Background: an optimization exercise with open tools, aiming at small area, a short achievable clock period and few clock cycles per item. Do not read the settings as production practice. In this exercise RTL edits were held to simulation tests only and were not proved equivalent to the original. No activity file was given, so power comes from the tool's default toggle rates.

Design stream_byte_reassembler_core, start of the top module:
module stream_byte_reassembler_core (
	input  logic               clk,
	input  logic               arst_n,
	input  logic               req_valid,
	output logic               req_stall,
	input  logic               kind,
	input  logic [POS_W-1:0]   stream_index,
	input  logic [BYTE_W-1:0]  data_byte,
	input  logic               ends_stream,
	input  logic [SPACE_W-1:0] downstream_space,
	output logic               rsp_valid,
	input  logic               rsp_stall,
	output logic               out_valid,
	output logic [BYTE_W-1:0]  out_byte,
	output logic               last_of_run,
	output logic [SPACE_W-1:0] pending_count,
	output logic               stream_closed
);
export LEC_CHECK = 0
export ABC_AREA = 1
export CAP_MARGIN = 20
export CORE_MARGIN = 2
export CORE_UTILIZATION = 40
export CTS_BUF_LIST = sky130_fd_sc_hd__clkbuf_4 sky130_fd_sc_hd__clkbuf_8 sky130_fd_sc_hd__clkbuf_16
export CTS_CLUSTER_DIAMETER = 60
export CTS_CLUSTER_SIZE = 24
export SETUP_SLACK_MARGIN = 3.0
export SLEW_MARGIN = 20
create_clock -name core_clock -period 6.0 [get_ports {clk}]
run.sh (not shown) runs the stock make flow with config.mk's settings and CLKGATE_MAP_FILE= SYNTH_SCRIPT=/design/flow/synth_recipe.tcl, a recipe that flattens the netlist after the stock synthesis.
Testbench counts at the start, summed over its fixed seeds: cycles 14,740, items 9,629.
==> next run, changes <==
--- a/flow/config.mk
+++ b/flow/config.mk
@@ -7,3 +7,2 @@
 export LEC_CHECK = 0
-export ABC_AREA = 1
 export CAP_MARGIN = 20
@@ -13,3 +12,3 @@
 export CTS_CLUSTER_DIAMETER = 60
-export CTS_CLUSTER_SIZE = 24
+export CTS_CLUSTER_SIZE = 18
 export SETUP_SLACK_MARGIN = 3.0
Core utilization grows by 0.65 points.
Sequential cell count stays the same.
Total power falls by 49%.
Worst setup slack loses 0.051 ns.
Non-clock buffer count goes up by 12.
Fmax goes down by 1.7%.
Die area went down by about 4%.
Global-route usage shrinks by 0.61 points.
Final cell count goes down by about 24%.
Count of clock-buffer cells in the layout increases by 12.
Routed wire length went down by 7.1%.
==> next run, changes <==
--- a/flow/config.mk
+++ b/flow/config.mk
@@ -7,2 +7,3 @@
 export LEC_CHECK = 0
+export ABC_AREA = 1
 export CAP_MARGIN = 20
@@ -10,5 +11,3 @@
 export CORE_UTILIZATION = 40
-export CTS_BUF_LIST = sky130_fd_sc_hd__clkbuf_4 sky130_fd_sc_hd__clkbuf_8 sky130_fd_sc_hd__clkbuf_16
-export CTS_CLUSTER_DIAMETER = 60
-export CTS_CLUSTER_SIZE = 18
+export CTS_BUF_LIST = sky130_fd_sc_hd__clkbuf_4 sky130_fd_sc_hd__clkbuf_8
 export SETUP_SLACK_MARGIN = 3.0
Result: Synthesized area increases by 4.2%; clock-buffer cell count increases by 117; critical path depth decreases by 7; final area increases by 3.4%; clock skew increases by 0.013 ns; final cell count increases by 34%; via count increases by 25%; flip-flop and latch count stays the same.
==> next run, changes <==
--- a/flow/config.mk
+++ b/flow/config.mk
@@ -7,8 +7,9 @@
 export LEC_CHECK = 0
-export ABC_AREA = 1
-export CAP_MARGIN = 20
+export CAP_MARGIN = 5
 export CORE_MARGIN = 2
 export CORE_UTILIZATION = 40
-export CTS_BUF_LIST = sky130_fd_sc_hd__clkbuf_4 sky130_fd_sc_hd__clkbuf_8
+export CTS_BUF_LIST = sky130_fd_sc_hd__clkbuf_4 sky130_fd_sc_hd__clkbuf_8 sky130_fd_sc_hd__clkbuf_16
+export CTS_CLUSTER_DIAMETER = 60
+export CTS_CLUSTER_SIZE = 24
 export SETUP_SLACK_MARGIN = 3.0
-export SLEW_MARGIN = 20
+export SLEW_MARGIN = 5
The new run completed without violations.
Sequential power falls by 22%.
Hold slack improved by 0.014 ns.
Wire length falls by 7.8%.
==> next run, changes <==
==> flow/config.mk (replaced) <==
export PLATFORM = sky130hd
export DESIGN_NAME = stream_byte_reassembler_core
export DESIGN_NICKNAME = stream_byte_reassembler_core
export VERILOG_FILES = /design/flow/design.v
export SDC_FILE = /design/flow/constraint.sdc
export NUM_CORES = 4
export LEC_CHECK = 0
export CAP_MARGIN = 20
export CORE_MARGIN = 2
export CORE_UTILIZATION = 55
export CTS_BUF_LIST = sky130_fd_sc_hd__clkbuf_4 sky130_fd_sc_hd__clkbuf_8
export SETUP_SLACK_MARGIN = 3.0
export SLEW_MARGIN = 20
=>
- clock power stays flat
- worst setup slack gets worse by 0.083 ns
- hold slack stays flat
- synthesized cell count does not change
- final cell count goes down by 5.9%
- power is about the same
- clock skew hardly moves
- register-to-register slack gets worse by 0.04 ns

Setup of fjord:
stream_byte_reassembler_core again, from the RTL that the note above started with.
Design stream_byte_reassembler_core, start of the top module:
module stream_byte_reassembler_core (
	input  logic               clk,
	input  logic               arst_n,
	input  logic               req_valid,
	output logic               req_stall,
	input  logic               kind,
	input  logic [POS_W-1:0]   stream_index,
	input  logic [BYTE_W-1:0]  data_byte,
	input  logic               ends_stream,
	input  logic [SPACE_W-1:0] downstream_space,
	output logic               rsp_valid,
	input  logic               rsp_stall,
	output logic               out_valid,
	output logic [BYTE_W-1:0]  out_byte,
	output logic               last_of_run,
	output logic [SPACE_W-1:0] pending_count,
	output logic               stream_closed
);
export LEC_CHECK = 0
export CAP_MARGIN = 20
export CORE_MARGIN = 2
export CORE_UTILIZATION = 40
export CTS_BUF_LIST = sky130_fd_sc_hd__clkbuf_4 sky130_fd_sc_hd__clkbuf_8 sky130_fd_sc_hd__clkbuf_16
export CTS_CLUSTER_DIAMETER = 60
export CTS_CLUSTER_SIZE = 24
export SETUP_SLACK_MARGIN = 3.3
export SLEW_MARGIN = 20
export TNS_END_PERCENT = 0
create_clock -name core_clock -period 6.0 [get_ports {clk}]
fjord went all the way through synthesis, placement and routing and the layout is clean on timing, DRC and antenna.
Testbench counts of fjord, summed over its fixed seeds: cycles 14,740, items 9,629.
The inputs of amber differ from those of fjord as listed below.
Settings: a deleted TNS_END_PERCENT that had been 0; a change of SETUP_SLACK_MARGIN from 3.3 to 3.0; a change of CTS_BUF_LIST from sky130_fd_sc_hd__clkbuf_4 sky130_fd_sc_hd__clkbuf_8 sky130_fd_sc_hd__clkbuf_16 to sky130_fd_sc_hd__clkbuf_8 sky130_fd_sc_hd__clkbuf_16; a change of CTS_CLUSTER_SIZE from 24 to 30.
The post-placement cell area was comparable across amber and fjord.
Changes observed in amber relative to fjord: highest clock frequency the design can meet has increased, layout clock buffer count lost 4, setup slack increased by 54 ps relative to the old numbers, final total power level.
Re global-route wire length before repair: amber and fjord aren't equal, and the lower value belongs to fjord.

stream_byte_reassembler_core, a different RTL version from the one above (not shown whole).
Size in the first run: ~2500 cells after synthesis, about 760 flip-flops.
==> flow/config.mk <==
export PLATFORM = sky130hd
export DESIGN_NAME = stream_byte_reassembler_core
export DESIGN_NICKNAME = stream_byte_reassembler_core
export VERILOG_FILES = /design/flow/design.v
export SDC_FILE = /design/flow/constraint.sdc
export NUM_CORES = 4
export LEC_CHECK = 0
export CAP_MARGIN = 20
export CORE_MARGIN = 2
export CORE_UTILIZATION = 40
export SETUP_SLACK_MARGIN = 2.5
export SLEW_MARGIN = 20
==> flow/constraint.sdc <==
create_clock -name core_clock -period 6.0 [get_ports {clk}]
set_input_delay 1.2000 -clock core_clock [delete_from_list [all_inputs] [get_ports {clk}]]
set_output_delay 1.2000 -clock core_clock [all_outputs]
set_load 0.01 [all_outputs]
Testbench counts at the start, summed over its fixed seeds: cycles 14,740, items 9,629.
Rerun with:
CTS_BUF_LIST = sky130_fd_sc_hd__clkbuf_4 sky130_fd_sc_hd__clkbuf_8   (was unset)
SETUP_SLACK_MARGIN = 3.3   (was 2.5)
Total power went down by 6.2%.
Global-route usage went up by 1.1 points.
Clock-buffer cell count went up by 54.
Worst hold slack degrades by 0.11 ns.
Utilization went up by 3.8 points.
Final cell count went up by 7.3%.
Rerun with:
CTS_BUF_LIST = unset   (was sky130_fd_sc_hd__clkbuf_4 sky130_fd_sc_hd__clkbuf_8)
SETUP_SLACK_MARGIN = 3.0   (was 3.3)
=>
- The changed run ran to the end with no violations
- final area goes down by 4.4%
- die area does not change
- clock power came out higher by 8.3%
- total power rose by 3.5%
- via count decreases by 3.5%
- sequential power barely changes
- area after synthesis stays the same
- synthesized cell count stays the same
- non-clock buffer count decreases by 111
- core utilization drops by 2.2 points
- global-route usage decreases by 0.45 points
Rerun with:
CTS_BUF_LIST = sky130_fd_sc_hd__clkbuf_4 sky130_fd_sc_hd__clkbuf_8   (was unset)
SETUP_SLACK_MARGIN = 2.5   (was 3.0)
The new run ran to the end with no violations. Hold slack gets worse by 0.11 ns. Cell area falls by a few percent. Wire length falls by a few percent. Fmax falls by roughly a tenth. Clock-buffer cell count rises by 84. Final cell count barely changes.

Another version of the RTL of stream_byte_reassembler_core (not shown whole).
Size in the first run: roughly 2600 cells after synthesis, roughly 710 flip-flops, about 73 I/O pins, roughly 35000 um2 of cells after synthesis.
Settings: LEC_CHECK=0, CAP_MARGIN=20, CORE_MARGIN=2, CORE_UTILIZATION=40, SETUP_SLACK_MARGIN=2.5, SLEW_MARGIN=20; clock period 6.0 ns.
The baseline ran to the end with no violations.
Testbench counts at the start, summed over its fixed seeds: cycles 14,724, items 9,629.
==> next run, changes <==
- SETUP_SLACK_MARGIN: 2.5 -> 3.0
Result: The new run finished with timing, DRC and antenna clean; final cell count rises by 4.8%; via count came out higher by 5.3%; power rose by 2.5%; count of clock-buffer cells in the layout shrinks by 1; core utilization went up by 3.6 points; hold slack improved by 0.014 ns; clock power rose by about 2%; flip-flop and latch count does not change; die area is unchanged.

north:
stream_byte_reassembler_core with an RTL version that a note above also has.
Size in the first run: roughly 760 flip-flops, roughly 0.035 mm2 of cells after synthesis.
Settings: LEC_CHECK=0, CAP_MARGIN=20, CORE_MARGIN=2, CORE_UTILIZATION=40, CTS_BUF_LIST=sky130_fd_sc_hd__clkbuf_4 sky130_fd_sc_hd__clkbuf_8 sky130_fd_sc_hd__clkbuf_16, CTS_CLUSTER_DIAMETER=60, CTS_CLUSTER_SIZE=24, SETUP_SLACK_MARGIN=3.0, SLEW_MARGIN=20, TNS_END_PERCENT=20; clock period 6.0 ns.
No stage failed in north, and the final checks on the layout all came back clean.
Testbench counts of north, summed over its fixed seeds: cycles 14,740, items 9,629.
Inputs modified between north and south:
Settings: changing SETUP_SLACK_MARGIN from 3.0 to 3.2; changing TNS_END_PERCENT from 20 to 50.
==> comparison <==
Delta (south minus north): required time of the critical path shrank by 0.03 ns, final critical delay including setup and external delays decreased by 0.13 ns relative to the old numbers, non-clock buffer count +41%, number of stages on the worst setup path fell 3, headroom to the max-slew limit now larger.
Compared north against south; footprint of the flip-flops and latches within noise.
| height of the die | north vs south | ≈ equal |
Slew at the pin closest to its max-slew limit: south < north
Relative to south, the following input files were edited for east:
Settings: CTS_CLUSTER_DIAMETER: 60 -> unset; CTS_CLUSTER_SIZE: 24 -> unset; CTS_BUF_LIST: sky130_fd_sc_hd__clkbuf_4 sky130_fd_sc_hd__clkbuf_8 sky130_fd_sc_hd__clkbuf_16 -> sky130_fd_sc_hd__clkbuf_4 sky130_fd_sc_hd__clkbuf_8; SETUP_SLACK_MARGIN: 3.2 -> 3.3; TNS_END_PERCENT: 50 -> unset.
Worst slew slack as a fraction of its limit (lower): east. Between south and east, the peak per-stage delay on the critical path does not differ in any meaningful way. Compare east and south | clock buffer count higher: east. When the final numbers for east and south were put side by side, the detailed-routing iteration count for the pre-antenna-repair pass turned out to be smaller in east.
Modified inputs, west compared to east
Settings: PLACE_DENSITY now 0.72, previously not set; SETUP_SLACK_MARGIN now 3.0, was 3.3; CTS_BUF_LIST now sky130_fd_sc_hd__clkbuf_4 sky130_fd_sc_hd__clkbuf_8 sky130_fd_sc_hd__clkbuf_16, was sky130_fd_sc_hd__clkbuf_4 sky130_fd_sc_hd__clkbuf_8; CTS_CLUSTER_DIAMETER now 60, previously not set; CTS_CLUSTER_SIZE now 24, previously not set.
## What came out
west ended with less fraction of area in non-clock buffers than east. When the final numbers for east and west were put side by side, the area used by multi-input combinational logic turned out to be smaller in west. The higher count of clock-buffer cells in the layout came out of east. Diff east -> west | logic depth of the worst path, buffers included | decrease of 4. Diff east -> west: met3 layer wire length in the routed design went up by 6.6%, sequential share of layout area higher, count of final setup violators now sits at about the same level, share of the cycle needed by the critical path after routing increased by 0.19 points relative to the old numbers. Post-route non-filler standard cell count down about 8% in west wrt east. Compared with east, west ends up with a smaller final cell area.

== the previous run ==
stream_byte_reassembler_core, a different RTL version from the one above (not shown whole).
Size in the first run: roughly 2700 cells after synthesis, ~760 flip-flops, roughly 73 I/O pins, ~35000 um2 of cells after synthesis.
Settings: LEC_CHECK=0, CAP_MARGIN=20, CORE_MARGIN=2, CORE_UTILIZATION=40, CTS_BUF_LIST=sky130_fd_sc_hd__clkbuf_4 sky130_fd_sc_hd__clkbuf_8 sky130_fd_sc_hd__clkbuf_16, CTS_CLUSTER_DIAMETER=60, CTS_CLUSTER_SIZE=24, SETUP_SLACK_MARGIN=3.2, SLEW_MARGIN=20, TNS_END_PERCENT=50; clock period 6.0 ns.
The previous run: PASS, flow complete, no timing, DRC or antenna violations
Testbench counts of the previous run, summed over its fixed seeds: cycles 14,740, items 9,629.
Input-level comparison between the current run and the previous run:
-- flow/config.mk --
<<< the previous run, line 14
export SETUP_SLACK_MARGIN = 3.2
>>> the current run, line 14
export SETUP_SLACK_MARGIN = 3.0
<<< the previous run, line 16
export TNS_END_PERCENT = 50
>>> the current run, line 16
--- outcome ---
For wire length, the current run and the previous run come out practically identical. Per the comparison of the current run with the previous run, shortest period the worst path allows moved down; die outline area level; combinational group share of total power level. The current run vs the previous run: layout buffer count excluding clock buffers down in the current run. The current run reports a higher sequential share of layout area than the previous run does. The current run vs. the previous run: final cell count dropped about 1.3%, number of antenna-violating nets in the routed design barely changed, standard cell area after detailed placement barely changed, post-layout worst setup margin climbed 0.14 ns.

Setup of xenon:
Another version of the RTL of stream_byte_reassembler_core (not shown whole).
Size in the first run: roughly 2400 cells after synthesis, ~760 flip-flops, roughly 73 I/O pins.
==> flow/design.v (excerpt) <==
module stream_byte_reassembler_core (
	input  logic               clk,
	input  logic               arst_n,
	input  logic               req_valid,
	output logic               req_stall,
	input  logic               kind,
	input  logic [POS_W-1:0]   stream_index,
	input  logic [BYTE_W-1:0]  data_byte,
	input  logic               ends_stream,
	input  logic [SPACE_W-1:0] downstream_space,
	output logic               rsp_valid,
	input  logic               rsp_stall,
	output logic               out_valid,
	output logic [BYTE_W-1:0]  out_byte,
	output logic               last_of_run,
	output logic [SPACE_W-1:0] pending_count,
	output logic               stream_closed
);
Settings: LEC_CHECK=0, CAP_MARGIN=20, CORE_MARGIN=2, CORE_UTILIZATION=40, CTS_BUF_LIST=sky130_fd_sc_hd__clkbuf_4 sky130_fd_sc_hd__clkbuf_8 sky130_fd_sc_hd__clkbuf_16, CTS_CLUSTER_DIAMETER=60, CTS_CLUSTER_SIZE=24, SETUP_SLACK_MARGIN=3.1, SLEW_MARGIN=20; clock period 6.0 ns.
Having completed the whole flow, xenon delivered a layout that passed the timing, DRC and antenna checks.
Testbench counts of xenon, summed over its fixed seeds: cycles 14,740, items 9,629.
Edits applied to the flow inputs when going from xenon to violet:
- changing SETUP_SLACK_MARGIN from 3.1 to 3.2
- setting TNS_END_PERCENT to 50 for the first time
--- outcome ---
- [compare] base=xenon new=violet: register-to-register setup slack rose by 0.15 ns; final worst-path setup slack rose by 0.15 ns; buffer count excluding the clock tree in the final layout rose by 25; length of routed wiring on met1 stayed essentially flat.
- violet vs xenon: number of gates on the worst path with buffers counted up in violet
- From xenon to violet, number of enable flip-flop cells after synthesis did not move at all.
- For placed cell count, violet and xenon come out practically identical.
Input changes introduced in willow (baseline for comparison: violet):
- changing CAP_MARGIN from 20 to 5
- changing SLEW_MARGIN from 20 to 5
- changing SETUP_SLACK_MARGIN from 3.2 to 3.0
- removing TNS_END_PERCENT (formerly 50)
Findings:
willow ended with every stage complete and zero timing, DRC or antenna violations.
Routed length on met2 ends up lower on willow.
willow vs violet — post-route non-filler standard cell count dropped about 2%.
Higher core utilization goes to violet over willow.
When the final numbers for willow and violet were put side by side, the post-layout minimum cycle time turned out to be greater in willow.
From violet to willow, total DRC errors in the routed layout did not move at all.
[compare] base=violet new=willow: met3 track demand over resource in global routing -0.43 points, global router's overall resource usage now larger, fraction of standard cell area that is sequential rose 1.7 points, overall power -260 uW, arrival time at the worst endpoint now smaller.
Here is what was changed in the inputs of tundra compared with willow.
- SLEW_MARGIN: 5 -> 20
- CAP_MARGIN: 5 -> 20
[summary]
Reported for tundra and willow, number of nets still failing antenna checks after routing turned out identical to the last digit. As far as initial standard-cell utilization of the core goes, tundra and willow are indistinguishable; the numbers are identical. Summary of tundra over willow: post-layout net count comparable; relative max-transition margin now sits higher; largest vdd supply drop rose by about 13%; final worst slack went up by 0.10 ns; routed wire length neither gained nor lost much.

static timing again, ports no longer ideal:
How much do the figures lean on ideal ports? The routed layouts below were timed once more, with nothing changed but the port constraints.
Step 1 (the two cells are an assumption about what drives the block):
set clk [get_ports {clk}]
set_driving_cell -lib_cell sky130_fd_sc_hd__clkbuf_16 $clk
set_driving_cell -lib_cell sky130_fd_sc_hd__buf_2 [delete_from_list [all_inputs] $clk]
Step 2 times the ports against the registers' clock, not the clock port: input delays grow and output delays shrink by t, the midpoint of the rising clock arrivals with the driver on.
a / b / c = no drivers / after step 1 / after step 2; a / b = the first two.
run | t (ns) | slack for setup (ns) | cell pins on the clock port's net
the first run of note 1 | 0.729 | 3.025 / 3.002 / 2.288 | 1
the second run of note 1 | 0.703 | 2.974 / 2.974 / 2.360 | 1
the third run of note 1 | 0.861 | 3.039 / 3.016 / 2.288 | 1
the fourth run of note 1 | 0.741 | 3.015 / 2.973 / 2.380 | 1
the fifth run of note 1 | 0.799 | 2.931 / 2.970 / 2.171 | 1
fjord | 0.736 | 2.955 / 2.955 / 2.343 | 1
amber | 0.727 | 3.009 / 3.009 / 2.327 | 1
the first run of note 3 | 0.695 | 2.564 / 2.543 / 1.922 | 1
the second run of note 3 | 0.832 | 2.821 / 2.745 / 2.474 | 1
the third run of note 3 | 0.691 | 2.892 / 2.851 / 2.417 | 1
the fourth run of note 3 | 0.829 | 2.564 / 2.542 / 1.844 | 1
the first run of note 4 | 0.698 | 2.291 / 2.227 / 1.928 | 1
the second run of note 4 | 0.700 | 2.253 / 2.189 / 2.432 | 1
north | 0.685 | 2.965 / 2.965 / 2.405 | 1
south | 0.718 | 3.090 / 3.090 / 2.451 | 1
east | 0.843 | 3.042 / 3.042 / 2.429 | 1
west | 0.719 | 3.030 / 2.969 / 2.321 | 1
the previous run | 0.711 | 2.602 / 2.602 / 2.248 | 1
the current run | 0.705 | 2.746 / 2.746 / 2.193 | 1
xenon | 0.702 | 2.808 / 2.808 / 2.302 | 1
violet | 0.699 | 2.954 / 2.954 / 2.369 | 1
willow | 0.685 | 2.836 / 2.836 / 2.367 | 1
tundra | 0.678 | 2.940 / 2.940 / 2.401 | 1
After both steps every run listed still meets setup and hold. For the fifth run of note 1, which loses most, drivers alone change the setup slack by +0.039 ns; drivers and shift together by -0.760 ns.
